This design comes from an exercise in tuning for a short achievable clock period and few clock cycles on the open sky130 flow, not from production work.
The RTL was checked by simulation tests, not by an equivalence proof against the original design.
Power figures rest on the tool's default switching activity, not on a simulated workload.

==> inputs of v3 <==
==> flow/design.v <==
package cpu_pkg;
  typedef logic [15:0] word_t;      
  typedef logic [15:0] instr_t;
  typedef logic [3:0]  reg_addr_t;
  typedef logic [15:0] imm_t;       
  typedef enum logic [3:0] {
    OP_NOP  = 4'd0,
    OP_ADD  = 4'd1,
    OP_SUB  = 4'd2,
    OP_AND  = 4'd3,
    OP_OR   = 4'd4,
    OP_XOR  = 4'd5,
    OP_MOVI = 4'd6,
    OP_ADDI = 4'd7,
    OP_B    = 4'd8
  } opcode_e;
  typedef enum logic {
    FWD_REG = 1'b0,   
    FWD_WB  = 1'b1    
  } fwd_sel_e;
  localparam word_t RESET_PC = 16'h0000;
  localparam int    NUM_REGS = 16;
endpackage
`timescale 1ns/1ns
module cpu_core #(
  parameter int NUM_REGS = cpu_pkg::NUM_REGS
) (
  input  logic               clk_i,
  input  logic               reset_2_r,
  input  cpu_pkg::instr_t    instr_i,
  output cpu_pkg::word_t     pc_o,
  output logic               wb_valid_o,
  output cpu_pkg::reg_addr_t wb_rd_o,
  output cpu_pkg::word_t     wb_data_o
);
  localparam int NF = 8;    
  logic [15:0]   pc_q;      
  logic [15:0]   pco_q;     
  assign pc_o = pco_q;
  logic [15:0]   f_next;
  logic          d_redir;   
  logic [15:0]   d_tgt;
  logic [NF-1:0] fv_q;
  logic [15:0]   fkey_q [NF];
  logic [15:0]   fkm1_q [NF];   
  logic [15:0]   ftgt_q [NF];
  logic [NF-1:0] fm_q;          
  logic          f_hit;
  logic [15:0]   f_fold;
  logic [NF-1:0] m_inc, m_fold;
  logic [NF-1:0] f_repl;        
  always_comb begin
    f_fold = '0;
    for (int i = 0; i < NF; i++) begin
      f_fold = f_fold | (fm_q[i] ? ftgt_q[i] : 16'h0000);
    end
  end
  assign f_hit = |fm_q;
  always_comb begin
    for (int i = 0; i < NF; i++) begin
      m_inc[i]  = fv_q[i] && (fkm1_q[i] == pc_q);
      m_fold[i] = fv_q[i] && (fkey_q[i] == f_fold);
    end
  end
  always_comb begin
    if (d_redir)    f_next = d_tgt;
    else if (f_hit) f_next = f_fold;
    else            f_next = pc_q + 16'd1;
  end
  always_ff @(posedge clk_i or posedge reset_2_r) begin
    if (reset_2_r) begin
      pc_q <= cpu_pkg::RESET_PC;
      fm_q <= '0;
    end else begin
      pc_q <= f_next;
      fm_q <= (d_redir ? '0 : f_hit ? m_fold : m_inc) & ~f_repl;
    end
  end
  always_ff @(posedge clk_i) begin
    pco_q <= reset_2_r ? cpu_pkg::RESET_PC : f_next;
  end
  logic        ir_v;
  logic [15:0] ir_q;
  logic [15:0] ir_pc;
  logic [15:0] ir_tgt;    
  always_ff @(posedge clk_i or posedge reset_2_r) begin
    if (reset_2_r) ir_v <= 1'b0;
    else           ir_v <= !d_redir;
  end
  always_ff @(posedge clk_i) begin
    ir_q   <= instr_i;
    ir_pc  <= pc_q;
    ir_tgt <= pc_q + {{4{instr_i[11]}}, instr_i[11:0]};
  end
  logic [3:0] d_op;
  logic       d_wr, d_movi, d_addi, d_sub, d_usea, d_useb;
  logic [3:0] d_rd, d_rn, d_rm, d_ra;
  assign d_op    = ir_q[15:12];
  assign d_wr    = ir_v && (d_op >= 4'd1) && (d_op <= 4'd7);
  assign d_movi  = (d_op == 4'd6);
  assign d_addi  = (d_op == 4'd7);
  assign d_sub   = (d_op == 4'd2);
  assign d_usea  = (d_op >= 4'd1) && (d_op <= 4'd5) || d_addi;
  assign d_useb  = (d_op >= 4'd1) && (d_op <= 4'd5);
  assign d_rd    = ir_q[11:8];
  assign d_rn    = ir_q[7:4];
  assign d_rm    = ir_q[3:0];
  assign d_ra    = d_addi ? d_rd : d_rn;
  assign d_redir = ir_v && (d_op == 4'd8);
  assign d_tgt   = ir_tgt;
  logic [15:0] lw_pc;
  logic        lw_v, gap_q;
  logic [2:0]  fptr_q;    
  logic        al_q;
  logic [15:0] al_key, al_tgt;
  always_ff @(posedge clk_i or posedge reset_2_r) begin
    if (reset_2_r) begin
      lw_v   <= 1'b0;
      gap_q  <= 1'b0;
      al_q   <= 1'b0;
      fptr_q <= '0;
      fv_q   <= '0;
    end else begin
      if (d_wr) begin
        lw_v  <= 1'b1;
        gap_q <= 1'b0;
      end else if (ir_v) begin
        gap_q <= 1'b1;
      end
      al_q <= d_wr && lw_v && gap_q;
      if (al_q) begin
        fv_q[fptr_q] <= 1'b1;
        fptr_q       <= fptr_q + 1'b1;
      end
    end
  end
  always_comb begin
    f_repl = '0;
    if (al_q) f_repl[fptr_q] = 1'b1;
  end
  always_ff @(posedge clk_i) begin
    if (d_wr) lw_pc <= ir_pc;
    al_key <= lw_pc;
    al_tgt <= ir_pc;
    if (al_q) begin
      fkey_q[fptr_q] <= al_key;
      fkm1_q[fptr_q] <= al_key - 16'd1;
      ftgt_q[fptr_q] <= al_tgt;
    end
  end
  localparam int SW = 4;           
  localparam int NS = 16 / SW;     
  logic [SW-1:0]       rf_q [NS][NUM_REGS];
  logic [NUM_REGS-1:0] rv_q [NS];
  logic [NS-1:0] x_wr, x_movi, x_addi, x_sub, x_and, x_or, x_xor, x_fa, x_fb, x_c;
  logic [3:0]    x_rd [NS];
  logic [3:0]    x_ra [NS];
  logic [3:0]    x_rb [NS];
  logic [7:0]    x_imm [NS];
  logic [SW-1:0] x_a [NS];
  logic [SW-1:0] x_b [NS];
  logic [SW-1:0] r_q [NS];
  logic [NS-1:0] w_wr;
  logic [3:0]    w_rd [NS];
  logic [SW-1:0] s_a [NS];
  logic [SW-1:0] s_b [NS];
  logic [SW-1:0] s_res [NS];
  logic [NS-1:0] s_co;
  logic [3:0]    g_ra [NS];      
  logic [3:0]    g_rb [NS];
  logic [NS-1:0] g_movi, g_addi;
  logic [7:0]    g_imm [NS];
  logic [SW-1:0] g_a [NS];       
  logic [SW-1:0] g_b [NS];
  always_comb begin
    g_ra[0]   = d_ra;
    g_rb[0]   = d_rm;
    g_movi[0] = d_movi;
    g_addi[0] = d_addi;
    g_imm[0]  = ir_q[7:0];
    for (int s = 1; s < NS; s++) begin
      g_ra[s]   = x_ra[s-1];
      g_rb[s]   = x_rb[s-1];
      g_movi[s] = x_movi[s-1];
      g_addi[s] = x_addi[s-1];
      g_imm[s]  = x_imm[s-1];
    end
  end
  for (genvar s = 0; s < NS; s++) begin : g_rd
    logic [SW-1:0] ra_v, rb_v;
    logic [15:0]   imm_z;
    assign ra_v  = (w_wr[s] && (w_rd[s] == g_ra[s])) ? r_q[s] :
                   rv_q[s][g_ra[s]] ? rf_q[s][g_ra[s]] : '0;
    assign rb_v  = (w_wr[s] && (w_rd[s] == g_rb[s])) ? r_q[s] :
                   rv_q[s][g_rb[s]] ? rf_q[s][g_rb[s]] : '0;
    assign imm_z = {8'h00, g_imm[s]};
    assign g_a[s] = g_movi[s] ? '0 : ra_v;
    assign g_b[s] = (g_movi[s] || g_addi[s]) ? imm_z[s*SW +: SW] : rb_v;
  end
  always_ff @(posedge clk_i or posedge reset_2_r) begin
    if (reset_2_r) begin
      x_wr <= '0;
      w_wr <= '0;
      for (int s = 0; s < NS; s++) rv_q[s] <= '0;
    end else begin
      x_wr <= {x_wr[NS-2:0], d_wr};
      w_wr <= x_wr;
      for (int s = 0; s < NS; s++) begin
        if (w_wr[s]) rv_q[s][w_rd[s]] <= 1'b1;
      end
    end
  end
  always_ff @(posedge clk_i) begin
    x_rd[0]   <= d_rd;
    x_ra[0]   <= d_ra;
    x_rb[0]   <= d_rm;
    x_imm[0]  <= ir_q[7:0];
    x_movi[0] <= d_movi;
    x_addi[0] <= d_addi;
    x_sub[0]  <= d_sub;
    x_and[0]  <= (d_op == 4'd3);
    x_or[0]   <= (d_op == 4'd4);
    x_xor[0]  <= (d_op == 4'd5);
    x_fa[0]   <= x_wr[0] && (x_rd[0] == d_ra) && d_usea;
    x_fb[0]   <= x_wr[0] && (x_rd[0] == d_rm) && d_useb;
    x_c[0]    <= d_sub;
    x_a[0]    <= g_a[0];
    x_b[0]    <= g_b[0];
    for (int s = 1; s < NS; s++) begin
      x_rd[s]   <= x_rd[s-1];
      x_ra[s]   <= x_ra[s-1];
      x_rb[s]   <= x_rb[s-1];
      x_imm[s]  <= x_imm[s-1];
      x_movi[s] <= x_movi[s-1];
      x_addi[s] <= x_addi[s-1];
      x_sub[s]  <= x_sub[s-1];
      x_and[s]  <= x_and[s-1];
      x_or[s]   <= x_or[s-1];
      x_xor[s]  <= x_xor[s-1];
      x_fa[s]   <= x_fa[s-1];
      x_fb[s]   <= x_fb[s-1];
      x_c[s]    <= s_co[s-1];
      x_a[s]    <= g_a[s];
      x_b[s]    <= g_b[s];
    end
    for (int s = 0; s < NS; s++) begin
      r_q[s]  <= s_res[s];
      w_rd[s] <= x_rd[s];
      if (w_wr[s]) rf_q[s][w_rd[s]] <= r_q[s];
    end
  end
  always_comb begin
    for (int s = 0; s < NS; s++) begin
      logic [SW:0] sum;
      s_a[s] = x_fa[s] ? r_q[s] : x_a[s];
      s_b[s] = (x_fb[s] ? r_q[s] : x_b[s]) ^ {SW{x_sub[s]}};
      sum    = {1'b0, s_a[s]} + {1'b0, s_b[s]} + {{SW{1'b0}}, x_c[s]};
      s_co[s] = sum[SW];
      if (x_and[s])      s_res[s] = s_a[s] & s_b[s];
      else if (x_or[s])  s_res[s] = s_a[s] | s_b[s];
      else if (x_xor[s]) s_res[s] = s_a[s] ^ s_b[s];
      else               s_res[s] = sum[SW-1:0];
    end
  end
  logic [SW-1:0] hold_q [NS][NS];    
  logic [15:0]   x_word;
  always_ff @(posedge clk_i) begin
    for (int s = 0; s < NS; s++) begin
      hold_q[s][0] <= r_q[s];
      for (int k = 1; k < NS; k++) hold_q[s][k] <= hold_q[s][k-1];
    end
  end
  always_comb begin
    x_word[(NS-1)*SW +: SW] = s_res[NS-1];
    if (NS > 1) x_word[(NS-2)*SW +: SW] = r_q[NS-2];
    for (int s = 0; s < NS - 2; s++) x_word[s*SW +: SW] = hold_q[s][NS-3-s];
  end
  logic        w_valid;
  logic [3:0]  w_rd_o;
  logic [15:0] w_data;
  always_ff @(posedge clk_i) begin
    w_valid <= !reset_2_r && x_wr[NS-1];
    w_rd_o  <= x_wr[NS-1] ? x_rd[NS-1] : 4'h0;
    w_data  <= x_wr[NS-1] ? x_word : 16'h0000;
  end
  assign wb_valid_o = w_valid;
  assign wb_rd_o    = w_rd_o;
  assign wb_data_o  = w_data;
endmodule
==> flow/run.sh <==
#!/bin/bash
# synth_recipe.tcl (not shown) runs the flow's synth.tcl, then flattens the netlist and writes it again
# the make line also repeats each setting of config.mk as NAME=value (left out here)
make -C /OpenROAD-flow-scripts/flow DESIGN_CONFIG=/design/flow/config.mk WORK_HOME=/design/flow/orfs CLKGATE_MAP_FILE= SYNTH_SCRIPT=/design/flow/synth_recipe.tcl finish
==> flow/config.mk <==
export PLATFORM = sky130hd
export DESIGN_NAME = cpu_core
export DESIGN_NICKNAME = cpu_core
export VERILOG_FILES = /design/flow/design.v
export SDC_FILE = /design/flow/constraint.sdc
export NUM_CORES = 4
export LEC_CHECK = 0
export ABC_CLOCK_PERIOD_IN_PS = 1500
export CAP_MARGIN = 20
export CORE_MARGIN = 2
export CORE_UTILIZATION = 65
export PLACE_DENSITY = 0.75
export SETUP_SLACK_MARGIN = 3.8
export SLEW_MARGIN = 20
==> flow/constraint.sdc <==
create_clock -name core_clock -period 6.0 [get_ports {clk_i}]
set_input_delay 1.2000 -clock core_clock [delete_from_list [all_inputs] [get_ports {clk_i}]]
set_output_delay 1.2000 -clock core_clock [all_outputs]
set_load 0.01 [all_outputs]
==> v15: changes against v3 <==
==> flow/design.v, changed modules only <==
module cpu_core #(
  parameter int NUM_REGS = cpu_pkg::NUM_REGS
) (
  input  logic               clk_i,
  input  logic               reset_2_r,
  input  cpu_pkg::instr_t    instr_i,
  output cpu_pkg::word_t     pc_o,
  output logic               wb_valid_o,
  output cpu_pkg::reg_addr_t wb_rd_o,
  output cpu_pkg::word_t     wb_data_o
);
  localparam int NF = 8;    
  logic [15:0]   pc_q;      
  logic [15:0]   pco_q;     
  logic [15:0]   pcc_q;     
  logic [15:0]   f_next;
  logic          d_redir;   
  logic [15:0]   d_tgt;
  assign pc_o = pco_q;
  logic [NF-1:0] fv_q;
  logic [15:0]   fkey_q [NF];
  logic [15:0]   fkm1_q [NF];   
  logic [15:0]   ftgt_q [NF];
  logic          fh_q;          
  logic [15:0]   ff_q;          
  logic [NF-1:0] m_inc, m_fold, m_next;
  logic [NF-1:0] f_repl;        
  logic [15:0]   ff_next;
  always_comb begin
    for (int i = 0; i < NF; i++) begin
      m_inc[i]  = fv_q[i] && (fkm1_q[i] == pcc_q);
      m_fold[i] = fv_q[i] && (fkey_q[i] == ff_q);
    end
    m_next  = (d_redir ? '0 : fh_q ? m_fold : m_inc) & ~f_repl;
    ff_next = '0;
    for (int i = 0; i < NF; i++) begin
      ff_next = ff_next | (m_next[i] ? ftgt_q[i] : 16'h0000);
    end
  end
  always_comb begin
    if (d_redir)   f_next = d_tgt;
    else if (fh_q) f_next = ff_q;
    else           f_next = pc_q + 16'd1;
  end
  always_ff @(posedge clk_i or posedge reset_2_r) begin
    if (reset_2_r) begin
      pc_q <= cpu_pkg::RESET_PC;
      fh_q <= 1'b0;
    end else begin
      pc_q <= f_next;
      fh_q <= |m_next;
    end
  end
  always_ff @(posedge clk_i) begin
    pco_q <= reset_2_r ? cpu_pkg::RESET_PC : f_next;
  end
  always_ff @(posedge clk_i) begin
    pcc_q <= f_next;
    ff_q  <= ff_next;
  end
  logic        ir_v;
  logic [15:0] ir_q;
  logic [15:0] ir_pc;
  logic [8:0]  ir_tlo;    
  logic        ir_wr, ir_isb, ir_movi, ir_addi, ir_sub, ir_and, ir_or, ir_xor;
  logic        ir_usea, ir_useb;
  logic [3:0]  ir_ra;
  logic [3:0]  f_op;
  assign f_op = instr_i[15:12];
  always_ff @(posedge clk_i or posedge reset_2_r) begin
    if (reset_2_r) ir_v <= 1'b0;
    else           ir_v <= !d_redir;
  end
  always_ff @(posedge clk_i) begin
    ir_q    <= instr_i;
    ir_pc   <= pc_q;
    ir_tlo  <= {1'b0, pc_q[7:0]} + {1'b0, instr_i[7:0]};
    ir_wr   <= (f_op >= 4'd1) && (f_op <= 4'd7);
    ir_isb  <= (f_op == 4'd8);
    ir_movi <= (f_op == 4'd6);
    ir_addi <= (f_op == 4'd7);
    ir_sub  <= (f_op == 4'd2);
    ir_and  <= (f_op == 4'd3);
    ir_or   <= (f_op == 4'd4);
    ir_xor  <= (f_op == 4'd5);
    ir_usea <= (f_op >= 4'd1) && (f_op <= 4'd5) || (f_op == 4'd7);
    ir_useb <= (f_op >= 4'd1) && (f_op <= 4'd5);
    ir_ra   <= (f_op == 4'd7) ? instr_i[11:8] : instr_i[7:4];
  end
  logic       d_wr, d_movi, d_addi, d_sub, d_usea, d_useb;
  logic [3:0] d_rd, d_rm, d_ra;
  assign d_wr    = ir_v && ir_wr;
  assign d_movi  = ir_movi;
  assign d_addi  = ir_addi;
  assign d_sub   = ir_sub;
  assign d_usea  = ir_usea;
  assign d_useb  = ir_useb;
  assign d_rd    = ir_q[11:8];
  assign d_rm    = ir_q[3:0];
  assign d_ra    = ir_ra;
  assign d_redir = ir_v && ir_isb;
  assign d_tgt   = {ir_pc[15:8] + {{4{ir_q[11]}}, ir_q[11:8]} + {7'd0, ir_tlo[8]},
                    ir_tlo[7:0]};
  logic [15:0] lw_pc;
  logic        lw_v, gap_q;
  logic [2:0]  fptr_q;    
  logic        al_q;
  logic [15:0] al_key, al_tgt;
  always_ff @(posedge clk_i or posedge reset_2_r) begin
    if (reset_2_r) begin
      lw_v   <= 1'b0;
      gap_q  <= 1'b0;
      al_q   <= 1'b0;
      fptr_q <= '0;
      fv_q   <= '0;
    end else begin
      if (d_wr) begin
        lw_v  <= 1'b1;
        gap_q <= 1'b0;
      end else if (ir_v) begin
        gap_q <= 1'b1;
      end
      al_q <= d_wr && lw_v && gap_q;
      if (al_q) begin
        fv_q[fptr_q] <= 1'b1;
        fptr_q       <= fptr_q + 1'b1;
      end
    end
  end
  always_comb begin
    f_repl = '0;
    if (al_q) f_repl[fptr_q] = 1'b1;
  end
  always_ff @(posedge clk_i) begin
    if (d_wr) lw_pc <= ir_pc;
    al_key <= lw_pc;
    al_tgt <= ir_pc;
    if (al_q) begin
      fkey_q[fptr_q] <= al_key;
      fkm1_q[fptr_q] <= al_key - 16'd1;
      ftgt_q[fptr_q] <= al_tgt;
    end
  end
  localparam int SW = 4;           
  localparam int NS = 16 / SW;     
  logic [SW-1:0]       rf_q [NS][NUM_REGS];
  logic [NUM_REGS-1:0] rv_q [NS];
  logic [NS-1:0] x_wr, x_movi, x_addi, x_sub, x_and, x_or, x_xor, x_fa, x_fb, x_c;
  logic [3:0]    x_rd [NS];
  logic [3:0]    x_ra [NS];
  logic [3:0]    x_rb [NS];
  logic [7:0]    x_imm [NS];
  logic [SW-1:0] x_a [NS];
  logic [SW-1:0] x_b [NS];
  logic [SW-1:0] r_q [NS];
  logic [NS-1:0] w_wr;
  logic [3:0]    w_rd [NS];
  logic [SW-1:0] s_a [NS];
  logic [SW-1:0] s_b [NS];
  logic [SW-1:0] s_res [NS];
  logic [NS-1:0] s_co;
  logic [3:0]    g_ra [NS];      
  logic [3:0]    g_rb [NS];
  logic [NS-1:0] g_movi, g_addi;
  logic [7:0]    g_imm [NS];
  logic [SW-1:0] g_a [NS];       
  logic [SW-1:0] g_b [NS];
  always_comb begin
    g_ra[0]   = d_ra;
    g_rb[0]   = d_rm;
    g_movi[0] = d_movi;
    g_addi[0] = d_addi;
    g_imm[0]  = ir_q[7:0];
    for (int s = 1; s < NS; s++) begin
      g_ra[s]   = x_ra[s-1];
      g_rb[s]   = x_rb[s-1];
      g_movi[s] = x_movi[s-1];
      g_addi[s] = x_addi[s-1];
      g_imm[s]  = x_imm[s-1];
    end
  end
  for (genvar s = 0; s < NS; s++) begin : g_rd
    logic [SW-1:0] ra_v, rb_v;
    logic [15:0]   imm_z;
    assign ra_v  = (w_wr[s] && (w_rd[s] == g_ra[s])) ? r_q[s] :
                   rv_q[s][g_ra[s]] ? rf_q[s][g_ra[s]] : '0;
    assign rb_v  = (w_wr[s] && (w_rd[s] == g_rb[s])) ? r_q[s] :
                   rv_q[s][g_rb[s]] ? rf_q[s][g_rb[s]] : '0;
    assign imm_z = {8'h00, g_imm[s]};
    assign g_a[s] = g_movi[s] ? '0 : ra_v;
    assign g_b[s] = (g_movi[s] || g_addi[s]) ? imm_z[s*SW +: SW] : rb_v;
  end
  always_ff @(posedge clk_i or posedge reset_2_r) begin
    if (reset_2_r) begin
      x_wr <= '0;
      w_wr <= '0;
      for (int s = 0; s < NS; s++) rv_q[s] <= '0;
    end else begin
      x_wr <= {x_wr[NS-2:0], d_wr};
      w_wr <= x_wr;
      for (int s = 0; s < NS; s++) begin
        if (w_wr[s]) rv_q[s][w_rd[s]] <= 1'b1;
      end
    end
  end
  always_ff @(posedge clk_i) begin
    x_rd[0]   <= d_rd;
    x_ra[0]   <= d_ra;
    x_rb[0]   <= d_rm;
    x_imm[0]  <= ir_q[7:0];
    x_movi[0] <= d_movi;
    x_addi[0] <= d_addi;
    x_sub[0]  <= d_sub;
    x_and[0]  <= ir_and;
    x_or[0]   <= ir_or;
    x_xor[0]  <= ir_xor;
    x_fa[0]   <= x_wr[0] && (x_rd[0] == d_ra) && d_usea;
    x_fb[0]   <= x_wr[0] && (x_rd[0] == d_rm) && d_useb;
    x_c[0]    <= d_sub;
    x_a[0]    <= g_a[0];
    x_b[0]    <= g_b[0];
    for (int s = 1; s < NS; s++) begin
      x_rd[s]   <= x_rd[s-1];
      x_ra[s]   <= x_ra[s-1];
      x_rb[s]   <= x_rb[s-1];
      x_imm[s]  <= x_imm[s-1];
      x_movi[s] <= x_movi[s-1];
      x_addi[s] <= x_addi[s-1];
      x_sub[s]  <= x_sub[s-1];
      x_and[s]  <= x_and[s-1];
      x_or[s]   <= x_or[s-1];
      x_xor[s]  <= x_xor[s-1];
      x_fa[s]   <= x_fa[s-1];
      x_fb[s]   <= x_fb[s-1];
      x_c[s]    <= s_co[s-1];
      x_a[s]    <= g_a[s];
      x_b[s]    <= g_b[s];
    end
    for (int s = 0; s < NS; s++) begin
      r_q[s]  <= s_res[s];
      w_rd[s] <= x_rd[s];
      if (w_wr[s]) rf_q[s][w_rd[s]] <= r_q[s];
    end
  end
  always_comb begin
    for (int s = 0; s < NS; s++) begin
      logic [SW:0] sum;
      s_a[s] = x_fa[s] ? r_q[s] : x_a[s];
      s_b[s] = (x_fb[s] ? r_q[s] : x_b[s]) ^ {SW{x_sub[s]}};
      sum    = {1'b0, s_a[s]} + {1'b0, s_b[s]} + {{SW{1'b0}}, x_c[s]};
      s_co[s] = sum[SW];
      if (x_and[s])      s_res[s] = s_a[s] & s_b[s];
      else if (x_or[s])  s_res[s] = s_a[s] | s_b[s];
      else if (x_xor[s]) s_res[s] = s_a[s] ^ s_b[s];
      else               s_res[s] = sum[SW-1:0];
    end
  end
  logic [SW-1:0] hold_q [NS][NS];    
  logic [15:0]   x_word;
  always_ff @(posedge clk_i) begin
    for (int s = 0; s < NS; s++) begin
      hold_q[s][0] <= r_q[s];
      for (int k = 1; k < NS; k++) hold_q[s][k] <= hold_q[s][k-1];
    end
  end
  always_comb begin
    x_word[(NS-1)*SW +: SW] = s_res[NS-1];
    if (NS > 1) x_word[(NS-2)*SW +: SW] = r_q[NS-2];
    for (int s = 0; s < NS - 2; s++) x_word[s*SW +: SW] = hold_q[s][NS-3-s];
  end
  logic        w_valid;
  logic [3:0]  w_rd_o;
  logic [15:0] w_data;
  always_ff @(posedge clk_i) begin
    w_valid <= !reset_2_r && x_wr[NS-1];
    w_rd_o  <= x_wr[NS-1] ? x_rd[NS-1] : 4'h0;
    w_data  <= x_wr[NS-1] ? x_word : 16'h0000;
  end
  assign wb_valid_o = w_valid;
  assign wb_rd_o    = w_rd_o;
  assign wb_data_o  = w_data;
endmodule
Settings changed: CORE_UTILIZATION 65 to 50, PLACE_DENSITY 0.75 to unset, SETUP_SLACK_MARGIN 3.8 to 4.0.
==> v23: changes against v3 <==
Settings changed: CORE_UTILIZATION 65 to 50, GPL_ROUTABILITY_DRIVEN set to 0, PLACE_DENSITY 0.75 to unset, SETUP_SLACK_MARGIN 3.8 to 3.6.
==> comparison <==
Against v3, the die area of v23 is higher by about 30%. Via count: v3 > v15 > v23. Global-route usage: v3 is higher than v23 (8.4 points). Of v23 and v15, v15 has the higher area after synthesis (gap about 1.3%, measured against v15). In v15 the clock power is larger than in v23, by about 5%. The lowest combinational power belongs to v23, the highest to v15. Hold slack: v3 > v23 > v15. Against v15, the sequential power of v23 is lower by about 4%.
Testbench counts of v3, summed over its fixed seeds: cycles 10,376.
Testbench counts of v15, summed over its fixed seeds: cycles 10,376.
Testbench counts of v23, summed over its fixed seeds: cycles 10,376.

static timing again, ports no longer ideal:
How much do the figures lean on ideal ports? The routed layouts below were timed once more, with nothing changed but the port constraints.
Step 1 (the two cells are an assumption about what drives the block):
set clk [get_ports {clk_i}]
set_driving_cell -lib_cell sky130_fd_sc_hd__clkbuf_16 $clk
set_driving_cell -lib_cell sky130_fd_sc_hd__buf_2 [delete_from_list [all_inputs] $clk]
Step 2 adds t to the input delays and takes it off the output delays; t is the mean of the earliest and latest rising clock arrival at the registers after step 1. Input paths then give back, and output paths get back, about the clock's delay inside the block.
Three values: no drivers, after step 1, after step 2; two values: the first two.
run | shift t [ns] | setup slack, ns | worst setup path at the end | worst data-port slew with drivers (ns) | cell pins on the clock port's net
v3 | 0.724 | 3.467 / 3.467 / 2.902 | input to register | 0.06 | 1
v15 | 0.745 | 3.596 / 3.551 / 3.217 | input to register | 0.12 | 1
v23 | 0.728 | 3.446 / 3.460 / 2.733 | input to register | 0.13 | 1
After both steps setup and hold are still met in every run listed. The setup slack of v23, which loses most, moves by +0.014 ns with the drivers and by -0.713 ns with both steps.
